From an optimization exercise on the open Yosys and OpenROAD flow, aimed at small area and a short achievable clock period; shortcuts taken in it are not production practice.
At most, simulation tests tie the RTL to the original design; equivalence was not proved.
Function not checked in run 2: the RTL went through the layout flow alone.
No activity file was given, so power comes from the tool's default toggle rates.

### run.sh
#!/bin/bash
# synth_recipe.tcl (not shown) runs the flow's synth.tcl, then flattens the netlist and writes it again
# the make line also repeats each setting of config.mk as NAME=value (left out here)
make -C /OpenROAD-flow-scripts/flow DESIGN_CONFIG=/design/flow/config.mk WORK_HOME=/design/flow/orfs CLKGATE_MAP_FILE= SYNTH_SCRIPT=/design/flow/synth_recipe.tcl finish
### config.mk
export PLATFORM = sky130hd
export DESIGN_NAME = frame_buffer_top
export DESIGN_NICKNAME = frame_buffer_top
export VERILOG_FILES = /design/flow/design.v
export SDC_FILE = /design/flow/constraint.sdc
export NUM_CORES = 4
export LEC_CHECK = 0
export CAP_MARGIN = 20
export CORE_MARGIN = 2
export CORE_UTILIZATION = 40
export SLEW_MARGIN = 20
### constraint.sdc
create_clock -name core_clock -period 5.5 [get_ports {clk_133M}]
set_input_delay 1.1000 -clock core_clock [delete_from_list [all_inputs] [get_ports {clk_133M}]]
set_output_delay 1.1000 -clock core_clock [all_outputs]
set_load 0.01 [all_outputs]
### design.v
`default_nettype none
package fb_pkg;
	localparam int PIX_W      = 16;   
	localparam int BURST_LEN  = 16;   
	localparam int FRAME_ROWS = 8;    
	localparam int FIFO_DEPTH = 64;   
	localparam int LVL_W      = 7;    
	localparam int ROW_W      = 3;    
	localparam int CNT_W      = $clog2(BURST_LEN + 1);   
	typedef logic [1:0] bank_t;   
	typedef enum logic {
		MEM_WRITE = 1'b0,
		MEM_READ  = 1'b1
	} mem_op_e;
	typedef enum logic [1:0] {
		S_IDLE    = 2'd0,   
		S_CMD     = 2'd1,   
		S_WR_DATA = 2'd2,   
		S_RD_DATA = 2'd3    
	} sched_state_e;
	typedef struct packed {
		logic       vsync;
		logic       href;
		logic [7:0] data;
	} cam_bus_t;
	typedef struct packed {
		mem_op_e          op;
		bank_t            bank;
		logic [ROW_W-1:0] row;
	} mem_cmd_t;
	typedef struct packed {
		bank_t cam_bank;   
		bank_t vga_bank;   
	} bank_sel_t;
endpackage
`default_nettype wire
`timescale 1ns/1ps
`default_nettype none
module cam_byte_pack (
	input  wire logic                     clk_133M,
	input  wire logic                     rst_133,
	input  wire fb_pkg::cam_bus_t         cam_i,
	input  wire logic                     cam_valid_i,
	output logic [fb_pkg::PIX_W-1:0]      pix_o,
	output logic                          pix_valid_o
);
	logic                 vsync_d;    
	logic                 vs_rise;
	logic                 take;       
	logic                 phase;      
	logic [fb_pkg::PIX_W/2-1:0]   hi_byte;
	logic [fb_pkg::PIX_W/2-1:0]   lo_byte;
	assign vs_rise = cam_i.vsync && !vsync_d;
	assign take    = cam_valid_i && cam_i.href;
	always_ff @(posedge clk_133M or negedge rst_133) begin
		if (!rst_133) begin
			vsync_d     <= 1'b0;
			phase       <= 1'b0;
			pix_valid_o <= 1'b0;
		end else begin
			vsync_d     <= cam_i.vsync;
			pix_valid_o <= take && phase && !vs_rise;   
			if (take) begin
				phase <= vs_rise ? 1'b1 : !phase;
			end else if (vs_rise) begin
				phase <= 1'b0;   
			end
		end
	end
	always_ff @(posedge clk_133M) begin
		if (take && (vs_rise || !phase)) begin
			hi_byte <= cam_i.data;   
		end
		if (take && phase && !vs_rise) begin
			lo_byte <= cam_i.data;
		end
	end
	assign pix_o = {hi_byte, lo_byte};
endmodule
`default_nettype wire
`timescale 1ns/1ps
`default_nettype none
module pixel_fifo #(
	parameter int DEPTH = fb_pkg::FIFO_DEPTH   
) (
	input  wire logic                     clk_133M,
	input  wire logic                     rst_133,
	input  wire logic                     clear_i,
	input  wire logic                     push_i,
	input  wire logic [fb_pkg::PIX_W-1:0] din_i,
	input  wire logic                     pop_i,
	output logic [fb_pkg::PIX_W-1:0]      dout_o,
	output logic                          nempty_o,
	output logic [fb_pkg::LVL_W-1:0]      level_o
);
	localparam int SLOTS = DEPTH - 1;
	localparam logic [5:0] PTR0 = 6'd1;
	logic [fb_pkg::PIX_W-1:0]   mem [1:SLOTS];
	logic [fb_pkg::PIX_W-1:0]   head;
	logic [fb_pkg::PIX_W-1:0]   ring_q;    
	logic [5:0]                 wr_ptr;
	logic [5:0]                 rd_ptr;
	logic [fb_pkg::LVL_W-1:0]   count;
	logic                       nempty;
	logic                       one;
	logic                       full;
	logic                       do_push;
	logic                       do_pop;
	logic                       to_head;   
	logic                       ring_we;
	logic                       ring_rd;   
	function automatic logic [5:0] lfsr_step(input logic [5:0] p);
		lfsr_step = {p[4:0], p[5] ^ p[4]};   
	endfunction
	assign one      = (count == fb_pkg::LVL_W'(1));
	assign full     = count[fb_pkg::LVL_W-1];   
	assign do_pop   = pop_i && nempty;
	assign do_push  = push_i && (!full || do_pop);
	assign to_head  = !nempty || (one && do_pop);
	assign ring_we  = do_push && !to_head;
	assign ring_rd  = do_pop && !one;
	always_comb begin
		ring_q = '0;
		for (int i = 1; i <= SLOTS; i++) begin
			ring_q = ring_q | ({fb_pkg::PIX_W{rd_ptr == 6'(i)}} & mem[i]);
		end
	end
	always_ff @(posedge clk_133M) begin
		for (int i = 1; i <= SLOTS; i++) begin
			if (ring_we && wr_ptr == 6'(i)) begin
				mem[i] <= din_i;
			end
		end
		if (do_push && to_head) begin
			head <= din_i;
		end else if (ring_rd) begin
			head <= ring_q;
		end
	end
	always_ff @(posedge clk_133M or negedge rst_133) begin
		if (!rst_133) begin
			wr_ptr <= PTR0;
			rd_ptr <= PTR0;
			count  <= '0;
			nempty <= 1'b0;
		end else if (clear_i) begin
			wr_ptr <= PTR0;   
			rd_ptr <= PTR0;
			count  <= '0;
			nempty <= 1'b0;
		end else begin
			if (ring_we) begin
				wr_ptr <= lfsr_step(wr_ptr);
			end
			if (ring_rd) begin
				rd_ptr <= lfsr_step(rd_ptr);
			end
			if (do_push && !do_pop) begin
				count  <= count + 1'b1;
				nempty <= 1'b1;
			end else if (do_pop && !do_push) begin
				count  <= count - 1'b1;
				nempty <= !one;
			end
		end
	end
	assign dout_o   = head;
	assign nempty_o = nempty;
	assign level_o  = count;
endmodule
`default_nettype wire
`timescale 1ns/1ps
`default_nettype none
module bank_rotator (
	input  wire logic            clk_133M,
	input  wire logic            rst_133,
	input  wire logic            cam_frame_done_i,
	input  wire logic            vga_frame_start_i,
	output fb_pkg::bank_sel_t    banks_o,
	output fb_pkg::bank_sel_t    banks_nxt_o    
);
	fb_pkg::bank_t cam_bank;
	fb_pkg::bank_t vga_bank;
	fb_pkg::bank_t free_bank;   
	logic  fresh;       
	fb_pkg::bank_t cam_nxt;
	fb_pkg::bank_t vga_nxt;
	fb_pkg::bank_t free_nxt;
	logic  fresh_nxt;
	always_comb begin
		cam_nxt   = cam_bank;
		vga_nxt   = vga_bank;
		free_nxt  = free_bank;
		fresh_nxt = fresh;
		if (cam_frame_done_i && vga_frame_start_i) begin
			vga_nxt   = cam_bank;
			cam_nxt   = free_bank;
			free_nxt  = vga_bank;
			fresh_nxt = 1'b0;
		end else if (cam_frame_done_i) begin
			cam_nxt   = free_bank;   
			free_nxt  = cam_bank;    
			fresh_nxt = 1'b1;
		end else if (vga_frame_start_i && fresh) begin
			vga_nxt   = free_bank;   
			free_nxt  = vga_bank;
			fresh_nxt = 1'b0;
		end
	end
	always_ff @(posedge clk_133M or negedge rst_133) begin
		if (!rst_133) begin
			cam_bank  <= 2'd1;
			vga_bank  <= 2'd0;
			free_bank <= 2'd2;
			fresh     <= 1'b0;
		end else begin
			cam_bank  <= cam_nxt;
			vga_bank  <= vga_nxt;
			free_bank <= free_nxt;
			fresh     <= fresh_nxt;
		end
	end
	always_comb begin
		banks_o.cam_bank     = cam_bank;
		banks_o.vga_bank     = vga_bank;
		banks_nxt_o.cam_bank = cam_nxt;
		banks_nxt_o.vga_bank = vga_nxt;
	end
endmodule
`default_nettype wire
`timescale 1ns/1ps
`default_nettype none
module burst_scheduler (
	input  wire logic                     clk_133M,
	input  wire logic                     rst_133,
	input  wire logic [fb_pkg::LVL_W-1:0] wr_level_i,
	output logic                          wr_pop_o,
	input  wire logic [fb_pkg::LVL_W-1:0] rd_level_i,
	output logic                          rd_push_o,
	output logic                          rd_clear_o,
	input  wire fb_pkg::bank_sel_t        banks_i,
	input  wire fb_pkg::bank_sel_t        banks_nxt_i,
	output fb_pkg::mem_cmd_t              cmd_o,
	output logic                          cmd_valid_o,
	input  wire logic                     cmd_ready_i,
	output logic                          wr_valid_o,
	input  wire logic                     wr_ready_i,
	input  wire logic                     rd_valid_i,
	input  wire logic                     frame_start_i,
	output logic                          cam_frame_done_o,
	output logic                          vga_frame_start_o
);
	logic                       st_cmd;          
	logic                       st_wr;           
	logic                       st_rd;           
	logic                       idle;
	fb_pkg::mem_op_e            cmd_op;          
	logic [1:0]                 cmd_bank;
	logic [fb_pkg::ROW_W-1:0]   cmd_row;
	logic [3:0]                 word_cnt;        
	logic [fb_pkg::ROW_W-1:0]   wr_row;
	logic [fb_pkg::ROW_W-1:0]   rd_row;
	logic               rd_frame_done;   
	logic               fs_pend;         
	logic               fs_req;
	logic               fs_serve;
	logic               rd_busy;
	logic               wr_go;
	logic               rd_go;
	logic               word_beat;
	logic               burst_last;
	assign cmd_valid_o = st_cmd;
	assign wr_valid_o  = st_wr;
	assign wr_pop_o    = st_wr && wr_ready_i;
	assign rd_push_o   = st_rd && rd_valid_i;
	assign idle        = !(st_cmd || st_wr || st_rd);
	assign cmd_o.op   = cmd_op;
	assign cmd_o.bank = cmd_bank;
	assign cmd_o.row  = cmd_row;
	assign rd_busy    = st_rd || (st_cmd && cmd_op == fb_pkg::MEM_READ);
	assign fs_req     = fs_pend || frame_start_i;
	assign fs_serve   = fs_req && !rd_busy;
	assign wr_go      = (wr_level_i >= fb_pkg::LVL_W'(fb_pkg::BURST_LEN));
	assign rd_go      = (rd_level_i <= fb_pkg::LVL_W'(fb_pkg::FIFO_DEPTH - fb_pkg::BURST_LEN)) && !rd_frame_done && !fs_req;
	assign word_beat  = wr_pop_o || rd_push_o;
	assign burst_last = word_beat && (word_cnt == 4'(fb_pkg::BURST_LEN - 1));
	always_ff @(posedge clk_133M) begin
		if (idle) begin
			if (wr_go) begin
				cmd_bank <= banks_nxt_i.cam_bank;
				cmd_row  <= wr_row;
			end else begin
				cmd_bank <= banks_nxt_i.vga_bank;
				cmd_row  <= rd_row;
			end
		end
	end
	always_ff @(posedge clk_133M or negedge rst_133) begin
		if (!rst_133) begin
			st_cmd            <= 1'b0;
			st_wr             <= 1'b0;
			st_rd             <= 1'b0;
			cmd_op            <= fb_pkg::MEM_WRITE;
			word_cnt          <= '0;
			wr_row            <= '0;
			rd_row            <= '0;
			rd_frame_done     <= 1'b1;   
			fs_pend           <= 1'b0;
			cam_frame_done_o  <= 1'b0;
			vga_frame_start_o <= 1'b0;
		end else begin
			cam_frame_done_o  <= 1'b0;
			vga_frame_start_o <= fs_serve;
			fs_pend           <= fs_req && !fs_serve;
			if (fs_serve) begin
				rd_row        <= '0;
				rd_frame_done <= 1'b0;
			end
			if (word_beat) begin
				word_cnt <= word_cnt + 1'b1;   
			end
			if (idle) begin
				if (wr_go) begin   
					cmd_op <= fb_pkg::MEM_WRITE;
					st_cmd <= 1'b1;
				end else if (rd_go) begin
					cmd_op <= fb_pkg::MEM_READ;
					st_cmd <= 1'b1;
				end
			end
			if (st_cmd && cmd_ready_i) begin
				st_cmd <= 1'b0;
				st_wr  <= (cmd_op == fb_pkg::MEM_WRITE);
				st_rd  <= (cmd_op == fb_pkg::MEM_READ);
			end
			if (st_wr && burst_last) begin
				st_wr <= 1'b0;
				if (wr_row == fb_pkg::ROW_W'(fb_pkg::FRAME_ROWS - 1)) begin
					cam_frame_done_o <= 1'b1;   
				end
				wr_row <= wr_row + 1'b1;
			end
			if (st_rd && burst_last) begin
				st_rd <= 1'b0;
				if (rd_row == fb_pkg::ROW_W'(fb_pkg::FRAME_ROWS - 1)) begin
					rd_frame_done <= 1'b1;   
				end else begin
					rd_row <= rd_row + 1'b1;
				end
			end
		end
	end
	assign rd_clear_o = vga_frame_start_o;   
endmodule
`default_nettype wire
`timescale 1ns/1ps
`default_nettype none
module frame_buffer_top (
	input  wire logic                     clk_133M,
	input  wire logic                     rst_133,
	input  wire logic [9:0]               cam_i,         
	input  wire logic                     cam_valid_i,
	output logic [5:0]                     cmd_o,         
	output logic                          cmd_valid_o,
	input  wire logic                     cmd_ready_i,
	output logic [fb_pkg::PIX_W-1:0]      wr_data_o,
	output logic                          wr_valid_o,
	input  wire logic                     wr_ready_i,
	input  wire logic [fb_pkg::PIX_W-1:0] rd_data_i,
	input  wire logic                     rd_valid_i,
	input  wire logic                     frame_start_i,
	output logic [fb_pkg::PIX_W-1:0]      pix_o,
	output logic                          pix_valid_o,
	input  wire logic                     pix_ready_i
);
	logic [fb_pkg::PIX_W-1:0]   cam_pix;
	logic               cam_pix_valid;
	logic               wr_fifo_pop;
	logic [fb_pkg::LVL_W-1:0]   wr_level;
	logic               rd_push;
	logic               rd_clear;
	logic               rd_pop;
	logic               rd_nempty;
	logic [fb_pkg::LVL_W-1:0]   rd_level;
	logic               cam_frame_done;
	logic               vga_frame_start;
	fb_pkg::bank_sel_t          banks;
	fb_pkg::bank_sel_t          banks_nxt;
	assign pix_valid_o = rd_nempty;
	assign rd_pop      = rd_nempty && pix_ready_i;
	cam_byte_pack cam_byte_pack_i (
		.clk_133M    (clk_133M),
		.rst_133     (rst_133),
		.cam_i       (cam_i),
		.cam_valid_i (cam_valid_i),
		.pix_o       (cam_pix),
		.pix_valid_o (cam_pix_valid)
	);
	pixel_fifo #(.DEPTH(fb_pkg::FIFO_DEPTH)) wr_fifo (
		.clk_133M (clk_133M),
		.rst_133  (rst_133),
		.clear_i  (1'b0),
		.push_i   (cam_pix_valid),
		.din_i    (cam_pix),
		.pop_i    (wr_fifo_pop),
		.dout_o   (wr_data_o),       
		.nempty_o (),
		.level_o  (wr_level)
	);
	pixel_fifo #(.DEPTH(fb_pkg::FIFO_DEPTH)) rd_fifo (
		.clk_133M (clk_133M),
		.rst_133  (rst_133),
		.clear_i  (rd_clear),
		.push_i   (rd_push),
		.din_i    (rd_data_i),
		.pop_i    (rd_pop),
		.dout_o   (pix_o),
		.nempty_o (rd_nempty),
		.level_o  (rd_level)
	);
	burst_scheduler burst_scheduler_i (
		.clk_133M          (clk_133M),
		.rst_133           (rst_133),
		.wr_level_i        (wr_level),
		.wr_pop_o          (wr_fifo_pop),
		.rd_level_i        (rd_level),
		.rd_push_o         (rd_push),
		.rd_clear_o        (rd_clear),
		.banks_i           (banks),
		.banks_nxt_i       (banks_nxt),
		.cmd_o             (cmd_o),
		.cmd_valid_o       (cmd_valid_o),
		.cmd_ready_i       (cmd_ready_i),
		.wr_valid_o        (wr_valid_o),
		.wr_ready_i        (wr_ready_i),
		.rd_valid_i        (rd_valid_i),
		.frame_start_i     (frame_start_i),
		.cam_frame_done_o  (cam_frame_done),
		.vga_frame_start_o (vga_frame_start)
	);
	bank_rotator bank_rotator_i (
		.clk_133M          (clk_133M),
		.rst_133           (rst_133),
		.cam_frame_done_i  (cam_frame_done),
		.vga_frame_start_i (vga_frame_start),
		.banks_o           (banks),
		.banks_nxt_o       (banks_nxt)
	);
endmodule
`default_nettype wire
==> impl_metrics.json, run 1 <==
{
  "grt_max_degree": 69,
  "cts_root_buffer": "clkbuf_16",
  "crit_path_end_kind": "flop",
  "rr_endpoint": "wr_fifo.head[10]",
  "timing.fmax_ghz": 0.2048,
  "internal-power_mw": 27.97,
  "start_util_pct": 40.23,
  "insertion_delay_ns": 0.93,
  "cts_resized": 0,
  "finalSetupViolCount": 0,
  "cp.arrival_ns": 5.46,
  "finalWirelength_um": 359500,
  "die_h_um": 452.1,
  "syn-num-nets": 4774,
  "hold_viol_final": 0,
  "reg2reg_from": "wr_fifo.rd_ptr[3]",
  "hold_class": "in -> async",
  "path_max_fanout": 30,
  "die_area_um2": 204400,
  "drv_slew": 0,
  "antenna_found_initial": 26,
  "vias_per_cell": 6.792,
  "fin_skew_ns": 0.08456,
  "drc": 0,
  "async_flop_share_pct": 3.182,
  "worstPathRequired_ns": 6.08,
  "place_ws_ns": 0.9307,
  "slowest_stage": "dfrtp_2",
  "dpl.hpwl_um": 236800,
  "fp-row-count": 164,
  "cts_max_level": 4,
  "dieWidth_um": 452.1,
  "cts_sinks": 2137,
  "setup_ws_ns": 0.6174,
  "yosys.area.top_type": "edfxtp_1",
  "grt_usage_pct": 34.57,
  "first_global_vias": 49920,
  "met3_usage_pct": 10.86,
  "vias": 54300,
  "ys.warnings.count": 5,
  "reg2reg_depth": 7,
  "synth.distinct_cells": 78,
  "synthTopCellsByArea": "edfxtp_1, a22oi_1, dfrtp_1, nor2_1, and3_1",
  "p_comb_share_pct": 16.7,
  "dr.pass1.iters": 8,
  "power.share.switching_pct": 29.80,
  "crit_type": "reg -> reg",
  "ys_seq_elements": 2137,
  "synth-seq-area-share_pct": 79.49,
  "area_delta_synth_final_pct": 16.74,
  "total_power_mw": 39.84,
  "leakage_nw": 30.35,
  "finalCritPeriodShare_pct": 88.77,
  "ioPinCount": 75,
  "clock_path_buffers": 3,
  "nets": 5217,
  "p_seq_share_pct": 47.4,
  "rsz0062_at_grt": "no",
  "cpPeakStageDelay_ns": 0.89,
  "wl_per_cell_um": 44.97,
  "path_cells": "or3b_2, nor2_1, buf_4, a22oi_1, o2111ai_1, nor4_1, a21oi_1",
  "met2_usage_pct": 50.01,
  "drv_cap": 0,
  "ir_drop_mv": 0.3327,
  "p_switching_mw": 11.87,
  "hold_buffers": 0,
  "syn_area_um2": 80310,
  "cts_buffers": 216,
  "gr-total-overflow": 0,
  "power_frac_clock_pct": 35.9,
  "place_area_um2": 86870,
  "synth_cells": 4710,
  "ant_nets": 0,
  "finalCriticalPeriod_ns": 4.883,
  "core_um2": 199700,
  "power_density_nw_per_um2": 424.9,
  "portBuffers": 74,
  "max_slew.worst_pin.slew_ns": 1.270,
  "tns_ns": 0,
  "cts.clk_slew.worst_paths_ns": 0.06,
  "grtUsageMet1_pct": 44.24,
  "rrSetupSlack_ns": 0.62,
  "dr.first_iter.drc_count": 11860,
  "worst_setup_path_start_kind": "flop",
  "grt_pass1_wl_um": 469300,
  "outcome": "timing/DRC/antenna clean",
  "grt-busiest-layer": "met2",
  "ys.flop_type": "edfxtp_1",
  "final_cell_area_um2": 93760,
  "cts_tree": "yes",
  "synth_edf_count": 2069,
  "slew-limit-headroom_pct": 15.15,
  "cts_setup_buffers": 0,
  "synth_top_area_share_pct": 77.36,
  "avgSynthCellArea_um2": 17.05,
  "drive_gt1_share_pct": 18.12,
  "gp_congestion": 1.071
}
==> flip-flops by register name, summed over array words and instances (netlist names), 6 cells and up <==
name                     flops
cam_byte_pack_i.hi_byte      8
cam_byte_pack_i.lo_byte      8
rd_fifo.count                7
rd_fifo.head                16
rd_fifo.mem               1008
rd_fifo.rd_ptr               6
rd_fifo.wr_ptr               6
wr_fifo.count                7
wr_fifo.head                16
wr_fifo.mem               1008
wr_fifo.rd_ptr               6
wr_fifo.wr_ptr               6
==> worst max path at each step <==
stage                           start                end  slack, ns  cells past startpoint
finish              wr_fifo.rd_ptr[3]   wr_fifo.head[10]       0.62                      7
global route        wr_fifo.rd_ptr[3]   wr_fifo.head[10]       0.83                      7
CTS                 wr_fifo.rd_ptr[0]    wr_fifo.head[8]       1.02                      8
floorplan                 pix_ready_i  rd_fifo.mem[3][0]       2.12                      7
global placement           rd_valid_i    rd_fifo.head[1]       0.99                      7
detailed placement  wr_fifo.rd_ptr[0]    wr_fifo.head[8]       0.93                      8
==> layout by cell type, fill, tap and decap left out, types with 30 or more instances in the layout <==
master           count
dfrtp_1             57
nand2_1            145
nor2_2             153
a2111oi_0           39
mux2_2              42
nand4_1            117
a221oi_1            34
a21oi_1             55
clkbuf_16          217
clkbuf_1            43
mux2i_1             51
nor3_1              57
nand3_1             98
clkdlybuf4s50_1     57
nor2_1             173
nor4_1              47
a22oi_1            661
buf_4              387
a22o_1              72
and3_1             156
clkinv_1            66
a32oi_1             43
clkinv_2            30
edfxtp_1          2069
==> per-stage QoR <==
stage / util [%] / hold slack (ns) / cells
6_report: 46.96 / 0.3910 / 7994
3_3_place_gp: 43.47 / 0.4543 / 7582
5_1_grt: 46.95 / 0.4471 / 7984
2_1_floorplan: - / 0.4383 / 4710
4_1_cts: 46.92 / 0.3928 / 7980
3_5_place_dp: 43.51 / 0.4585 / 7588
==> layout make-up <==
type	instances	area (um^2)
antenna	11	27.53
clock buffer	260	5592
clock inverter	132	1216
fill	16880	105900
inverter	26	97.59
multi-input combinational	2297	15870
sequential	2137	63850
tap	2656	3323
timing repair buffer	475	3784
==> power groups by stage <==
stage                     logic, mW  clock network (mW)  registers [mW]
after floorplan                2.82                   0            18.9
final                          6.65                14.3            18.9
after CTS                      6.28                14.3            18.9
after global placement         6.21                   0            19.2
after detailed placement       6.26                   0            19.2
after global routing           6.58                15.0            18.9
==> metal layers <==
metal | up-vias | wire [um]
met5 | - | 69
met3 | 1089 | 51140
met2 | 5348 | 153000
met4 | 12 | 30500
met1 | 27590 | 124800
li1 | 20260 | -
==> worst max-delay path, delay by kind of cell (launching register included) <==
kind | cells | cell delay [ns]
AO/OA/AOI/OAI | 3 | 1.71
AND/OR/NAND/NOR | 3 | 1.70
flip-flops | 1 | 0.89
buffers and inverters | 1 | 0.25
==> cell families (layout without fill, tap and decap cells) <==
| group | count (synthesis) | after routing | synth area share, % |
|---|---|---|---|
| DFF | 2137 | 2137 | 79.49 |
| and+or+nand+nor | 1094 | 1094 | 6.993 |
| AOI/OAI and AO/OA | 1062 | 1062 | 10.16 |
| buffers and inverters | 276 | 893 | 1.471 |
| muxes | 93 | 93 | 1.224 |
| adders and majority gates | 30 | 30 | 0.4674 |
| xor gates and xnor gates | 18 | 18 | 0.1963 |
| other | 0 | 11 | 0 |
==> cells in the mapped netlist, types with 34 or more instances <==
cell type	count
a2111oi_0	45
a21oi_1	55
a221oi_1	34
a22o_1	72
a22oi_1	661
a32oi_1	43
and3_1	156
buf_2	47
clkbuf_1	175
dfrtp_1	61
edfxtp_1	2069
mux2_2	42
mux2i_1	51
nand2_1	146
nand3_1	98
nand4_1	117
nor2_1	334
nor3_1	58
nor4_1	48
==> inputs of run 2 (changes only) <==
--- a/design.v
+++ b/design.v
@@ -94,12 +94,10 @@
 	output logic [fb_pkg::LVL_W-1:0]      level_o
 );
 	localparam int SLOTS = DEPTH - 1;
-	localparam logic [5:0] PTR0 = 6'd1;
-	logic [fb_pkg::PIX_W-1:0]   mem [1:SLOTS];
+	logic [fb_pkg::PIX_W-1:0]   sr [SLOTS];
 	logic [fb_pkg::PIX_W-1:0]   head;
-	logic [fb_pkg::PIX_W-1:0]   ring_q;    
-	logic [5:0]                 wr_ptr;
-	logic [5:0]                 rd_ptr;
+	logic [fb_pkg::PIX_W-1:0]   sr_q;      
+	logic [fb_pkg::PIX_W-1:0]   grp_q [8];
 	logic [fb_pkg::LVL_W-1:0]   count;
 	logic                       nempty;
 	logic                       one;
@@ -107,53 +105,66 @@
 	logic                       do_push;
 	logic                       do_pop;
 	logic                       to_head;   
-	logic                       ring_we;
-	logic                       ring_rd;   
-	function automatic logic [5:0] lfsr_step(input logic [5:0] p);
-		lfsr_step = {p[4:0], p[5] ^ p[4]};   
-	endfunction
+	logic                       sr_we;
+	logic                       sr_rd;     
+	logic [7:0]                 idx_lo;    
+	logic [7:0]                 idx_hi;    
 	assign one      = (count == fb_pkg::LVL_W'(1));
 	assign full     = count[fb_pkg::LVL_W-1];   
 	assign do_pop   = pop_i && nempty;
 	assign do_push  = push_i && (!full || do_pop);
 	assign to_head  = !nempty || (one && do_pop);
-	assign ring_we  = do_push && !to_head;
-	assign ring_rd  = do_pop && !one;
+	assign sr_we    = do_push && !to_head;
+	assign sr_rd    = do_pop && !one;
 	always_comb begin
-		ring_q = '0;
-		for (int i = 1; i <= SLOTS; i++) begin
-			ring_q = ring_q | ({fb_pkg::PIX_W{rd_ptr == 6'(i)}} & mem[i]);
+		for (int a = 0; a < 8; a++) begin
+			grp_q[a] = '0;
+			for (int b = 0; b < 8; b++) begin
+				if (a * 8 + b < SLOTS) begin
+					grp_q[a] = grp_q[a] | ({fb_pkg::PIX_W{idx_lo[b]}} & sr[a * 8 + b]);
+				end
+			end
+		end
+		sr_q = '0;
+		for (int a = 0; a < 8; a++) begin
+			sr_q = sr_q | ({fb_pkg::PIX_W{idx_hi[a]}} & grp_q[a]);
 		end
 	end
 	always_ff @(posedge clk_133M) begin
-		for (int i = 1; i <= SLOTS; i++) begin
-			if (ring_we && wr_ptr == 6'(i)) begin
-				mem[i] <= din_i;
+		if (sr_we) begin
+			sr[0] <= din_i;
+			for (int i = 1; i < SLOTS; i++) begin
+				sr[i] <= sr[i-1];
 			end
 		end
 		if (do_push && to_head) begin
 			head <= din_i;
-		end else if (ring_rd) begin
-			head <= ring_q;
+		end else if (sr_rd) begin
+			head <= sr_q;
 		end
 	end
 	always_ff @(posedge clk_133M or negedge rst_133) begin
 		if (!rst_133) begin
-			wr_ptr <= PTR0;
-			rd_ptr <= PTR0;
 			count  <= '0;
 			nempty <= 1'b0;
+			idx_lo <= 8'h80;
+			idx_hi <= 8'h80;
 		end else if (clear_i) begin
-			wr_ptr <= PTR0;   
-			rd_ptr <= PTR0;
-			count  <= '0;
+			count  <= '0;   
 			nempty <= 1'b0;
+			idx_lo <= 8'h80;
+			idx_hi <= 8'h80;
 		end else begin
-			if (ring_we) begin
-				wr_ptr <= lfsr_step(wr_ptr);
-			end
-			if (ring_rd) begin
-				rd_ptr <= lfsr_step(rd_ptr);
+			if (sr_we && !sr_rd) begin
+				idx_lo <= {idx_lo[6:0], idx_lo[7]};
+				if (idx_lo[7]) begin
+					idx_hi <= {idx_hi[6:0], idx_hi[7]};
+				end
+			end else if (sr_rd && !sr_we) begin
+				idx_lo <= {idx_lo[0], idx_lo[7:1]};
+				if (idx_lo[0]) begin
+					idx_hi <= {idx_hi[0], idx_hi[7:1]};
+				end
 			end
 			if (do_push && !do_pop) begin
 				count  <= count + 1'b1;
--- a/config.mk
+++ b/config.mk
@@ -5,7 +5,12 @@
 export SDC_FILE = /design/flow/constraint.sdc
 export NUM_CORES = 4
 export LEC_CHECK = 0
+export ABC_CLOCK_PERIOD_IN_PS = 2500
 export CAP_MARGIN = 20
 export CORE_MARGIN = 2
-export CORE_UTILIZATION = 40
+export CORE_UTILIZATION = 50
+export CTS_CLUSTER_DIAMETER = 100
+export CTS_CLUSTER_SIZE = 30
+export SETUP_SLACK_MARGIN = 2.9
 export SLEW_MARGIN = 20
+export TNS_END_PERCENT = 20
==> run 2 against run 1 <==
Against the previous run:
- largest power group unchanged
- core utilization grew 7.9 points
- still clean on timing, DRC and antenna
- synthesized cell count shrank 12%
- via count is 23% lower
==> impl_metrics.json, run 2 <==
{
  "ys_seq_elements": 2145,
  "finalSetupViolCount": 0,
  "hold_class": "in -> async",
  "tns_ns": 0,
  "ys.warnings.count": 6,
  "dr.first_iter.drc_count": 5783,
  "nets": 4231,
  "cts_buffers": 82,
  "ys.flop_type": "edfxtp_1",
  "final_cell_mix": "edfxtp_1, a22oi_1, nand4_1",
  "slew-limit-headroom_pct": 29.87,
  "fin_skew_ns": 0.03035,
  "cts_tree": "yes",
  "synth_edf_count": 2069,
  "grt_max_degree": 184,
  "clock_path_buffers": 3,
  "core_um2": 154400,
  "syn-num-nets": 4197,
  "ant_nets": 0,
  "hold_buffers": 0,
  "gr-total-overflow": 0,
  "finalCriticalPeriod_ns": 2.736,
  "start_util_pct": 50.42,
  "area_delta_synth_final_pct": 8.897,
  "critPathTopFamily": "buffers and inverters",
  "cts_max_level": 3,
  "post-synth-top-count-cell": "edfxtp_1",
  "ir_drop_mv": 0.3460,
  "avgSynthCellArea_um2": 18.77,
  "gp_congestion": 0.7824,
  "synth_cells": 4147,
  "die_h_um": 398.6,
  "largest_registers": "rd_fifo.sr x1008, wr_fifo.sr x1008",
  "drv_cap": 0,
  "timing.fmax_ghz": 0.3654,
  "power_density_nw_per_um2": 357.6,
  "grt_usage_pct": 22.10,
  "wl_per_cell_um": 29.70,
  "cts.clk_slew.worst_paths_ns": 0.11,
  "async_flop_share_pct": 3.543,
  "synthTopCellsByArea": "edfxtp_1, a22oi_1, dfrtp_1, a41oi_1, nand4_1",
  "yosys.area.top_type": "edfxtp_1",
  "vias": 41780,
  "drc": 0,
  "final_common_cell": "edfxtp_1",
  "max_slew.worst_pin.slew_ns": 1.052,
  "vias_per_cell": 6.676,
  "die_area_um2": 158900,
  "hold_viol_final": 0,
  "finalCritPeriodShare_pct": 49.75,
  "reg2reg_depth": 5,
  "synth_top_area_share_pct": 79.80,
  "path_cells": "clkdlybuf4s50_1",
  "dpl.hpwl_um": 95720,
  "ioPinCount": 75,
  "crit_path_end_kind": "output pin",
  "antenna_found_initial": 8,
  "whs_ns": 0.3641,
  "fp-row-count": 144,
  "rsz0062_at_grt": "yes",
  "drv_slew": 0,
  "dieWidth_um": 398.6,
  "leakage_nw": 23.44,
  "dr.pass1.iters": 6,
  "cts_root_buffer": "clkbuf_16",
  "path_depth": 1,
  "synthTopCellsByCount": "edfxtp_1, a22oi_1, clkbuf_1",
  "fill_cells": 11850,
  "crit_type": "reg -> out",
  "first_global_vias": 40110,
  "grt_pass1_wl_um": 264800,
  "cts_sinks": 2145,
  "synth-seq-area-share_pct": 82.25,
  "portBuffers": 74,
  "slowest_stage": "clkdlybuf4s50_1",
  "synth.distinct_cells": 57,
  "path_max_fanout": 1,
  "worstPathRequired_ns": 4.40,
  "cp.arrival_ns": 1.64,
  "outcome": "timing/DRC/antenna clean",
  "finalWirelength_um": 185800,
  "cp_num_buf_inv": 1,
  "worst_setup_path_start_kind": "flop",
  "cpPeakStageDelay_ns": 0.54,
  "syn_area_um2": 77860,
  "insertion_delay_ns": 0.74,
  "drive_gt1_share_pct": 8.333
}
## run 2: per-stage QoR
step	power, mW	cell area (um^2)	instances	util (%)	setup slack, ns
floorplan	22.00	77960	4147	-	-13.22
global placement	22.73	81120	6077	52.54	1.273
detailed placement	22.78	81120	6077	52.54	1.208
CTS	30.40	84010	6221	54.41	2.690
global route	31.32	84780	6256	54.90	2.701
finish	30.32	84780	6258	54.91	2.764
## run 2: cell type report
type / count / area (um^2) / share of cell area [%]
Antenna cell: 2 / 5.005 / 0.005903
Clock buffer: 106 / 2185 / 2.577
Clock inverter: 9 / 145.1 / 0.1712
Inverter: 26 / 101.3 / 0.1195
Multi-Input combinational cell: 1685 / 12770 / 15.07
Sequential cell: 2145 / 64110 / 75.61
Tap cell: 2044 / 2557 / 3.016
Timing Repair Buffer: 241 / 2909 / 3.431
## run 2: where the power goes
group / total (mW) / internal (mW) / switching [mW]
logic: 2.98 / 1.04 / 1.93
registers: 19.6 / 19.0 / 0.655
clock network: 7.70 / 2.92 / 4.78
## run 2: cells by family after synthesis
group | Yosys count | synth area share [%]
flip-flops | 2145 | 82.25
XOR/XNOR | 17 | 0.1912
buffers and inverters | 317 | 1.673
AND/OR/NAND/NOR | 281 | 1.999
adder cells (fa/ha/maj) | 16 | 0.2571
AO/OA/AOI/OAI | 1323 | 12.99
multiplexers | 48 | 0.6332
## run 2: worst paths after layout
check,startpoint,end,slack [ns]
worst min-delay path,rst_133,burst_scheduler_i.word_cnt[3],0.36
max in group asynchronous,rst_133,rd_fifo.idx_lo[2],4.11
min in group core_clock,rd_fifo.sr[61][14],rd_fifo.sr[62][14],0.44
worst max register to register,wr_fifo.idx_hi[2],wr_fifo.head[3],2.84
worst max-delay path,rd_fifo.head[15],pix_o[15],2.76
worst min register to register,rd_fifo.sr[61][14],rd_fifo.sr[62][14],0.44
## run 2: metal layers
layer | vias to the layer above | part of all wire [%] | track usage [%]
li1 | 17590 | - | -
met1 | 22080 | 46 | 35.46
met2 | 1909 | 43 | 31.18
met3 | 192 | 8.9 | 4.351
met4 | 8 | 1.8 | 5.155
met5 | - | 0.028 | 0
## run 2: timing repair
| action | 4_1_cts | 5_1_grt |
|---|---|---|
| gates resized for setup | 77 | 54 |
| endpoints found under the setup margin | 2104 | 1766 |
| buffers inserted | 24 | 33 |
| pin swaps | 7 | 6 |
| hold endpoints to repair | 0 | 0 |
| gates cloned | 5 | 2 |
==> inputs of run 3 (changes only) <==
--- a/design.v
+++ b/design.v
@@ -91,15 +91,16 @@
 	input  wire logic                     pop_i,
 	output logic [fb_pkg::PIX_W-1:0]      dout_o,
 	output logic                          nempty_o,
-	output logic [fb_pkg::LVL_W-1:0]      level_o
+	output logic                          ge_burst_o,    
+	output logic                          room_burst_o   
 );
 	localparam int SLOTS = DEPTH - 1;
 	logic [fb_pkg::PIX_W-1:0]   sr [SLOTS];
 	logic [fb_pkg::PIX_W-1:0]   head;
 	logic [fb_pkg::PIX_W-1:0]   sr_q;      
 	logic [fb_pkg::PIX_W-1:0]   grp_q [8];
-	logic [fb_pkg::LVL_W-1:0]   count;
 	logic                       nempty;
+	logic                       sr_empty;  
 	logic                       one;
 	logic                       full;
 	logic                       do_push;
@@ -109,13 +110,16 @@
 	logic                       sr_rd;     
 	logic [7:0]                 idx_lo;    
 	logic [7:0]                 idx_hi;    
-	assign one      = (count == fb_pkg::LVL_W'(1));
-	assign full     = count[fb_pkg::LVL_W-1];   
+	assign sr_empty = idx_hi[7] && idx_lo[7];
+	assign one      = nempty && sr_empty;
+	assign full     = idx_hi[7] && idx_lo[6];   
 	assign do_pop   = pop_i && nempty;
 	assign do_push  = push_i && (!full || do_pop);
 	assign to_head  = !nempty || (one && do_pop);
 	assign sr_we    = do_push && !to_head;
 	assign sr_rd    = do_pop && !one;
+	assign ge_burst_o   = !(idx_hi[0] || (idx_hi[1] && (|idx_lo[5:0]))) && !sr_empty;
+	assign room_burst_o = (|idx_hi[4:0]) || (idx_hi[5] && !idx_lo[7]) || sr_empty;
 	always_comb begin
 		for (int a = 0; a < 8; a++) begin
 			grp_q[a] = '0;
@@ -145,13 +149,11 @@
 	end
 	always_ff @(posedge clk_133M or negedge rst_133) begin
 		if (!rst_133) begin
-			count  <= '0;
 			nempty <= 1'b0;
 			idx_lo <= 8'h80;
 			idx_hi <= 8'h80;
 		end else if (clear_i) begin
-			count  <= '0;   
-			nempty <= 1'b0;
+			nempty <= 1'b0;   
 			idx_lo <= 8'h80;
 			idx_hi <= 8'h80;
 		end else begin
@@ -166,18 +168,15 @@
 					idx_hi <= {idx_hi[0], idx_hi[7:1]};
 				end
 			end
-			if (do_push && !do_pop) begin
-				count  <= count + 1'b1;
+			if (do_push) begin
 				nempty <= 1'b1;
-			end else if (do_pop && !do_push) begin
-				count  <= count - 1'b1;
+			end else if (do_pop) begin
 				nempty <= !one;
 			end
 		end
 	end
 	assign dout_o   = head;
 	assign nempty_o = nempty;
-	assign level_o  = count;
 endmodule
 `default_nettype wire
 `timescale 1ns/1ps
@@ -244,9 +243,9 @@
 module burst_scheduler (
 	input  wire logic                     clk_133M,
 	input  wire logic                     rst_133,
-	input  wire logic [fb_pkg::LVL_W-1:0] wr_level_i,
+	input  wire logic                     wr_ge_burst_i,   
 	output logic                          wr_pop_o,
-	input  wire logic [fb_pkg::LVL_W-1:0] rd_level_i,
+	input  wire logic                     rd_room_burst_i,   
 	output logic                          rd_push_o,
 	output logic                          rd_clear_o,
 	input  wire fb_pkg::bank_sel_t        banks_i,
@@ -291,8 +290,8 @@
 	assign rd_busy    = st_rd || (st_cmd && cmd_op == fb_pkg::MEM_READ);
 	assign fs_req     = fs_pend || frame_start_i;
 	assign fs_serve   = fs_req && !rd_busy;
-	assign wr_go      = (wr_level_i >= fb_pkg::LVL_W'(fb_pkg::BURST_LEN));
-	assign rd_go      = (rd_level_i <= fb_pkg::LVL_W'(fb_pkg::FIFO_DEPTH - fb_pkg::BURST_LEN)) && !rd_frame_done && !fs_req;
+	assign wr_go      = wr_ge_burst_i;
+	assign rd_go      = rd_room_burst_i && !rd_frame_done && !fs_req;
 	assign word_beat  = wr_pop_o || rd_push_o;
 	assign burst_last = word_beat && (word_cnt == 4'(fb_pkg::BURST_LEN - 1));
 	always_ff @(posedge clk_133M) begin
@@ -387,12 +386,12 @@
 	logic [fb_pkg::PIX_W-1:0]   cam_pix;
 	logic               cam_pix_valid;
 	logic               wr_fifo_pop;
-	logic [fb_pkg::LVL_W-1:0]   wr_level;
+	logic               wr_ge_burst;
 	logic               rd_push;
 	logic               rd_clear;
 	logic               rd_pop;
 	logic               rd_nempty;
-	logic [fb_pkg::LVL_W-1:0]   rd_level;
+	logic               rd_room_burst;
 	logic               cam_frame_done;
 	logic               vga_frame_start;
 	fb_pkg::bank_sel_t          banks;
@@ -415,8 +414,9 @@
 		.din_i    (cam_pix),
 		.pop_i    (wr_fifo_pop),
 		.dout_o   (wr_data_o),       
-		.nempty_o (),
-		.level_o  (wr_level)
+		.nempty_o     (),
+		.ge_burst_o   (wr_ge_burst),
+		.room_burst_o ()
 	);
 	pixel_fifo #(.DEPTH(fb_pkg::FIFO_DEPTH)) rd_fifo (
 		.clk_133M (clk_133M),
@@ -426,15 +426,16 @@
 		.din_i    (rd_data_i),
 		.pop_i    (rd_pop),
 		.dout_o   (pix_o),
-		.nempty_o (rd_nempty),
-		.level_o  (rd_level)
+		.nempty_o     (rd_nempty),
+		.ge_burst_o   (),
+		.room_burst_o (rd_room_burst)
 	);
 	burst_scheduler burst_scheduler_i (
 		.clk_133M          (clk_133M),
 		.rst_133           (rst_133),
-		.wr_level_i        (wr_level),
+		.wr_ge_burst_i     (wr_ge_burst),
 		.wr_pop_o          (wr_fifo_pop),
-		.rd_level_i        (rd_level),
+		.rd_room_burst_i   (rd_room_burst),
 		.rd_push_o         (rd_push),
 		.rd_clear_o        (rd_clear),
 		.banks_i           (banks),
==> flow/run.sh (new file) <==
#!/bin/bash
set -euo pipefail
bash standard.sh \
	"BUFFER_PORTS_ARGS=-buffer_cell sky130_fd_sc_hd__buf_4" \
	SKIP_VT_SWAP=1 SKIP_CRIT_VT_SWAP=1 \
	finish > flow_make.log 2>&1
==> standard.sh (new file) <==
#!/bin/bash
# synth_recipe.tcl (not shown) runs the flow's synth.tcl, then flattens the netlist and writes it again
# the make line also repeats each setting of config.mk as NAME=value (left out here)
make -C /OpenROAD-flow-scripts/flow DESIGN_CONFIG=/design/flow/config.mk WORK_HOME=/design/flow/orfs CLKGATE_MAP_FILE= SYNTH_SCRIPT=/design/flow/synth_recipe.tcl "${@:-finish}"
--- a/config.mk
+++ b/config.mk
@@ -8,7 +8,7 @@
 export ABC_CLOCK_PERIOD_IN_PS = 2500
 export CAP_MARGIN = 20
 export CORE_MARGIN = 2
-export CORE_UTILIZATION = 50
+export CORE_UTILIZATION = 45
 export CTS_CLUSTER_DIAMETER = 100
 export CTS_CLUSTER_SIZE = 30
 export SETUP_SLACK_MARGIN = 2.9
removed: run.sh
==> run 3 against run 2 <==
Against the previous run:
- final cell count is 1.0% higher
- fmax grew 3.6%
- non-clock buffer count decreased by 28
- area after synthesis down 1.1%
- hold slack worse by 0.26 ns
- clock power grew 2%
- combinational power fell by 71%
==> impl_metrics.json, run 3 <==
{
  "finalCritPeriodShare_pct": 48.01,
  "outcome": "timing/DRC/antenna clean",
  "worstPathRequired_ns": 6.00,
  "finalCriticalPeriod_ns": 2.641,
  "finalSetupViolCount": 0,
  "grt_usage_pct": 20.13,
  "portBuffers": 74,
  "die_area_um2": 174400,
  "dpl.hpwl_um": 87960,
  "die_h_um": 417.6,
  "slowest_stage": "dfrtp_4",
  "ant_nets": 0,
  "largest_registers": "rd_fifo.sr x1008, wr_fifo.sr x1008",
  "clock_path_buffers": 3,
  "vias_per_cell": 6.503,
  "cts_root_buffer": "clkbuf_16",
  "vias": 41110,
  "grt_max_degree": 212,
  "start_util_pct": 45.38,
  "dr.pass1.iters": 8,
  "setup_ws_ns": 2.859,
  "whs_ns": 0.1061,
  "fp-row-count": 151,
  "crit_path_end_kind": "flop",
  "finalWirelength_um": 182200,
  "final_common_cell": "edfxtp_1",
  "path_cells": "buf_12, a222oi_1, a31oi_1, or4_1, o41a_1",
  "slew-limit-headroom_pct": 22.70,
  "total_power_mw": 27.26,
  "cpPeakStageDelay_ns": 0.58,
  "gr-total-overflow": 0,
  "dieWidth_um": 417.6,
  "fin_skew_ns": 0.06185,
  "finalNonFillerCells": 6322,
  "wl_per_cell_um": 28.82,
  "antenna_found_initial": 4,
  "crit_type": "reg -> reg",
  "post-synth-top-count-cell": "edfxtp_1",
  "cts_sinks": 2131,
  "cp.arrival_ns": 3.14,
  "rsz0062_at_grt": "yes",
  "drc": 0,
  "max_slew.worst_pin.slew_ns": 1.160,
  "synth_edf_count": 2069,
  "yosys.area.top_type": "edfxtp_1",
  "ir_drop_mv": 0.2433,
  "area_delta_synth_final_pct": 8.755,
  "hold_buffers": 0,
  "synthTopCellsByCount": "edfxtp_1, a22oi_1, clkbuf_1",
  "first_global_vias": 39800,
  "final_cell_mix": "edfxtp_1, a22oi_1, buf_4",
  "reg2reg_from": "wr_fifo.idx_lo[5]",
  "drv_slew": 0,
  "ys_seq_elements": 2131,
  "drive_gt1_share_pct": 8.847,
  "tns_ns": 0,
  "avgSynthCellArea_um2": 19.06,
  "leakage_nw": 23.20,
  "place_ws_ns": 1.605,
  "worst_setup_path_start_kind": "flop",
  "gp_congestion": 0.7531,
  "synth_cells": 4039,
  "grt_pass1_wl_um": 265400,
  "cts_buffers": 83,
  "synthTopCellsByArea": "edfxtp_1, a22oi_1, dfrtp_1, a41oi_1, clkbuf_1",
  "path_max_fanout": 65,
  "synth-seq-area-share_pct": 82.73,
  "nets": 4096,
  "drv_cap": 0,
  "ys.flop_type": "edfxtp_1",
  "ioPinCount": 75,
  "insertion_delay_ns": 0.76,
  "syn_area_um2": 76990,
  "cts_max_level": 3,
  "cts.clk_slew.worst_paths_ns": 0.12,
  "power_density_nw_per_um2": 325.5,
  "hold_viol_final": 0,
  "syn-num-nets": 4080,
  "synth.distinct_cells": 54,
  "synth_top_area_share_pct": 80.70,
  "crit_path_start": "wr_fifo.idx_lo[5]",
  "dr.first_iter.drc_count": 6190,
  "timing.fmax_ghz": 0.3787,
  "hold_class": "in -> async",
  "core_um2": 169700,
  "cts_tree": "yes",
  "place_inst": 6125,
  "async_flop_share_pct": 2.909,
  "ys.warnings.count": 6
}
run 3: worst paths after layout:
kind | endpoint | cells past startpoint | slack [ns]
min in group core_clock | rd_fifo.sr[21][5] | 0 | 0.43
max reg2reg | wr_fifo.head[11] | 5 | 2.86
max in group asynchronous | rd_fifo.idx_lo[2] | 2 | 4.14
min reg2reg | rd_fifo.sr[21][5] | 0 | 0.43
max | wr_fifo.head[11] | 5 | 2.86
min | cam_byte_pack_i.phase | 1 | 0.11
run 3: kinds of logic (layout without fill, tap and decap cells):
family,after synthesis,count (layout),share of synthesized area (%)
flip-flops,2131,2131,82.73
AO/OA/AOI/OAI,1312,1312,13.13
buffers and inverters,300,364,1.656
AND/OR/NAND/NOR,241,241,1.741
multiplexers,43,43,0.5753
adder cells (fa/ha/maj),7,7,0.1138
XOR/XNOR,5,5,0.05689
other,0,1,0
run 3: timing repair:
item,in CTS,in global routing
cloned,6,2
resized for setup,56,17
pin swaps,3,2
buffers inserted,34,20
endpoints found under the setup margin,1728,636
run 3: critical path, delay by kind of cell, from the launching register on:
kind,cells,cell delay [ns]
and+or+nand+nor,1,0.48
buffers and inverters,1,0.26
DFF,1,0.58
AOI/OAI and AO/OA,3,1.00
run 3: final cells by class:
class / instances / area, um^2
tap: 2218 / 2775
inverter: 18 / 71.32
timing repair buffer: 213 / 2502
antenna: 1 / 2.502
multi-input combinational: 1608 / 12170
fill: 13730 / 85930
clock inverter: 11 / 209.0
clock buffer: 122 / 2245
sequential: 2131 / 63750
run 3: per-stage QoR:
step | area (um^2) | utilization, %
after global routing | 83730 | 49.35
after floorplan | 77070 | -
after detailed placement | 80000 | 47.15
final | 83730 | 49.35
after global placement | 80000 | 47.15
after CTS | 83380 | 49.15
run 3: routing by layer:
layer  share of wire, %  up-vias  track usage (%)
li1                   -    17200                -
met5             0.0055        -                0
met3                8.7      193            3.564
met4                2.1        2            5.073
met2                 44     1991            29.33
met1                 45    21730            31.37
run 3: power breakdown:
part | total [mW] | switching, mW | internal, mW
clock network | 7.84 | 4.88 | 2.96
logic | 0.873 | 0.616 | 0.256
registers | 18.5 | 0.306 | 18.2
==> inputs of run 4 (changes only) <==
==> run.sh (new file) <==
#!/bin/bash
# synth_recipe.tcl (not shown) runs the flow's synth.tcl, then flattens the netlist and writes it again
# the make line also repeats each setting of config.mk as NAME=value (left out here)
make -C /OpenROAD-flow-scripts/flow DESIGN_CONFIG=/design/flow/config.mk WORK_HOME=/design/flow/orfs CLKGATE_MAP_FILE= SYNTH_SCRIPT=/design/flow/synth_recipe.tcl finish
--- a/config.mk
+++ b/config.mk
@@ -8,7 +8,7 @@
 export ABC_CLOCK_PERIOD_IN_PS = 2500
 export CAP_MARGIN = 20
 export CORE_MARGIN = 2
-export CORE_UTILIZATION = 45
+export CORE_UTILIZATION = 50
 export CTS_CLUSTER_DIAMETER = 100
 export CTS_CLUSTER_SIZE = 30
 export SETUP_SLACK_MARGIN = 2.9
removed: flow/run.sh
removed: standard.sh
==> run 4 against run 3 <==
Against the previous run:
- combinational power rose by 0.7%
- sequential power is essentially flat
- die area down 9.9%
- total power is 0.32% lower
- area after synthesis did not move
- clock skew is 0.012 ns lower
- critical endpoint is now pix_o[13]
==> impl_metrics.json, run 4 <==
{
  "outcome": "timing/DRC/antenna clean",
  "rrSetupSlack_ns": 2.88,
  "synthTopCellsByCount": "edfxtp_1, a22oi_1, clkbuf_1",
  "fp-row-count": 144,
  "dpl.hpwl_um": 86510,
  "cpPeakStageDelay_ns": 0.62,
  "core_um2": 153500,
  "post-synth-top-count-cell": "edfxtp_1",
  "first_global_vias": 39340,
  "ys.warnings.count": 6,
  "post-route-util_pct": 54.58,
  "reg2reg_from": "wr_fifo.idx_lo[1]",
  "grt_usage_pct": 21.74,
  "ioPinCount": 75,
  "leakage_nw": 23.21,
  "wl_per_cell_um": 29.79,
  "power.share.switching_pct": 20.90,
  "rsz0062_at_grt": "yes",
  "final_cell_mix": "edfxtp_1, a22oi_1, a41oi_1",
  "crit_path_end_kind": "output pin",
  "ys.flop_type": "edfxtp_1",
  "path_cells": "clkdlybuf4s50_1",
  "cts.clk_slew.worst_paths_ns": 0.11,
  "synth_top_area_share_pct": 80.70,
  "max_slew.worst_pin.slew_ns": 1.016,
  "tns_ns": 0,
  "synth_edf_count": 2069,
  "power_density_nw_per_um2": 324.2,
  "worstPathRequired_ns": 4.40,
  "insertion_delay_ns": 0.75,
  "largest_registers": "rd_fifo.sr x1008, wr_fifo.sr x1008",
  "drive_gt1_share_pct": 6.820,
  "portBuffers": 74,
  "cts_max_level": 3,
  "slowest_stage": "clkdlybuf4s50_1",
  "worst_setup_path_start_kind": "flop",
  "synthTopCellsByArea": "edfxtp_1, a22oi_1, dfrtp_1, a41oi_1, clkbuf_1",
  "cts_root_buffer": "clkbuf_16",
  "clock_path_buffers": 3,
  "ir_drop_mv": 0.2679,
  "die_h_um": 396.4,
  "dr.pass1.iters": 6,
  "drc": 0,
  "grt_pass1_wl_um": 260000,
  "timing.fmax_ghz": 0.3626,
  "finalCriticalPeriod_ns": 2.758,
  "p_comb_share_pct": 3.2,
  "crit_type": "reg -> out",
  "cts_sinks": 2131,
  "drv_cap": 0,
  "rr_endpoint": "wr_fifo.head[14]",
  "critPathTopFamily": "buffers and inverters",
  "cp.arrival_ns": 1.66,
  "slew-limit-headroom_pct": 32.27,
  "synth-seq-area-share_pct": 82.73,
  "nets": 4090,
  "ant_nets": 0,
  "path_max_fanout": 1,
  "syn_area_um2": 76990,
  "p_switching_mw": 5.677,
  "finalSetupViolCount": 0,
  "ys_seq_elements": 2131,
  "power_frac_clock_pct": 28.5,
  "path_depth": 1,
  "hold_class": "in -> async",
  "finalCritPeriodShare_pct": 50.14,
  "vias_per_cell": 6.712,
  "gp_congestion": 0.7578,
  "start_util_pct": 50.15,
  "async_flop_share_pct": 2.909,
  "synth_cells": 4039,
  "yosys.area.top_type": "edfxtp_1",
  "finalWirelength_um": 182800,
  "antenna_found_initial": 7,
  "syn-num-nets": 4080,
  "p_seq_share_pct": 68.2,
  "hold_buffers": 0,
  "drv_slew": 0,
  "cp_num_buf_inv": 1,
  "cts_buffers": 82,
  "reg2reg_depth": 5,
  "hold_viol_final": 0,
  "dr.first_iter.drc_count": 5779,
  "cts_tree": "yes",
  "internal-power_mw": 21.49,
  "vias": 41190,
  "synth.distinct_cells": 54,
  "grt_max_degree": 189,
  "avgSynthCellArea_um2": 19.06,
  "final_common_cell": "edfxtp_1",
  "dieWidth_um": 396.4,
  "gr-total-overflow": 0,
  "area_delta_synth_final_pct": 8.836,
  "fin_skew_ns": 0.05033,
  "die_area_um2": 157100
}
## run 4: cell counts after synthesis
Identical to the previous run, type by type.
## run 4: what timing repair did
item                       4_1_cts  5_1_grt
gates resized for setup         67       35
setup endpoints to repair     2099     1609
setup buffers                   22       28
pin swaps                        5        0
cloned                           6        9
## run 4: per-layer routing
metal	part of all wire, %	wire length [um]	global-route usage [%]	vias up
met5	0.0098	18	0	-
met1	44	81130	33.91	21860
li1	-	-	-	17210
met4	1.6	2912	4.386	2
met2	45	83160	32.85	1946
met3	8.5	15590	3.161	170
## run 4: power by group through the flow
stage / Combinational (mW) / Sequential, mW / Clock [mW]
finish: 0.879 / 18.5 / 7.75
global route: 0.955 / 18.6 / 8.48
CTS: 0.878 / 18.5 / 7.99
detailed placement: 0.855 / 18.9 / 0
global placement: 0.838 / 18.9 / 0
floorplan: 0.475 / 19.1 / 0
## run 4: worst max path at each step
stage	startpoint	to
finish	rd_fifo.head[13]	pix_o[13]
global route	rd_fifo.head[13]	pix_o[13]
floorplan	pix_ready_i	rd_fifo.idx_hi[6]
detailed placement	rd_valid_i	rd_fifo.idx_hi[3]
CTS	rd_fifo.head[4]	pix_o[4]
global placement	rd_valid_i	rd_fifo.idx_hi[7]
## run 4: metrics by stage
stage | hold WS, ns | power (mW) | setup WS [ns] | instance area, um^2 | cells
finish | 0.3051 | 27.17 | 2.742 | 83790 | 6136
global route | 0.2914 | 28.02 | 2.698 | 83790 | 6136
CTS | 0.2566 | 27.41 | 2.675 | 83040 | 6098
detailed placement | 0.4310 | 19.77 | 1.257 | 79990 | 5944
global placement | 0.4275 | 19.74 | 1.341 | 79990 | 5944
floorplan | 0.4166 | 19.57 | -12.85 | 77070 | 4039
## run 4: area by class of cell
class / count / area [um^2]
Fill cell: 11880 / 69720
Sequential cell: 2131 / 63750
Multi-Input combinational cell: 1608 / 12150
Timing Repair Buffer: 208 / 2835
Tap cell: 2044 / 2557
Clock buffer: 118 / 2251
Clock inverter: 8 / 161.4
Inverter: 18 / 80.08
Antenna cell: 1 / 2.502
## run 4: logic make-up (layout without fill, tap and decap cells)
kind of cell	count (synthesis)	after routing	synth area share, %
DFF	2131	2131	82.73
AOI/OAI and AO/OA	1312	1312	13.13
buffers and inverters	300	352	1.656
and+or+nand+nor	241	241	1.741
muxes	43	43	0.5753
adders and majority gates	7	7	0.1138
xor gates and xnor gates	5	5	0.05689
other	0	1	0

==> re-timing with driven ports <==
How much do the figures lean on ideal ports? The routed layouts below were timed once more, with nothing changed but the port constraints. Step 1: set_driving_cell puts a clkbuf_16 on clk_133M and a buf_2 on each other input, an assumption about the parent block. Step 2, shift: input delay + t, output delay - t, t = (earliest + latest rising clock arrival at the registers) / 2. This alone moves slack from input paths to output paths. a / b / c = ideal ports / drivers / drivers and shift; a / b = the first two.
run	t, ns	setup WS [ns]	worst data-port slew with drivers (ns)
run 1	0.975	0.617 / 0.617 / 0.617	0.06
run 2	0.799	2.764 / 2.688 / 2.076	0.14
run 3	0.808	2.859 / 2.817 / 2.129	0.15
run 4	0.807	2.742 / 2.656 / 2.005	0.11
After both steps every run listed still meets setup and hold. For run 4, which loses most, drivers alone change the setup slack by -0.086 ns; drivers and shift together by -0.737 ns.
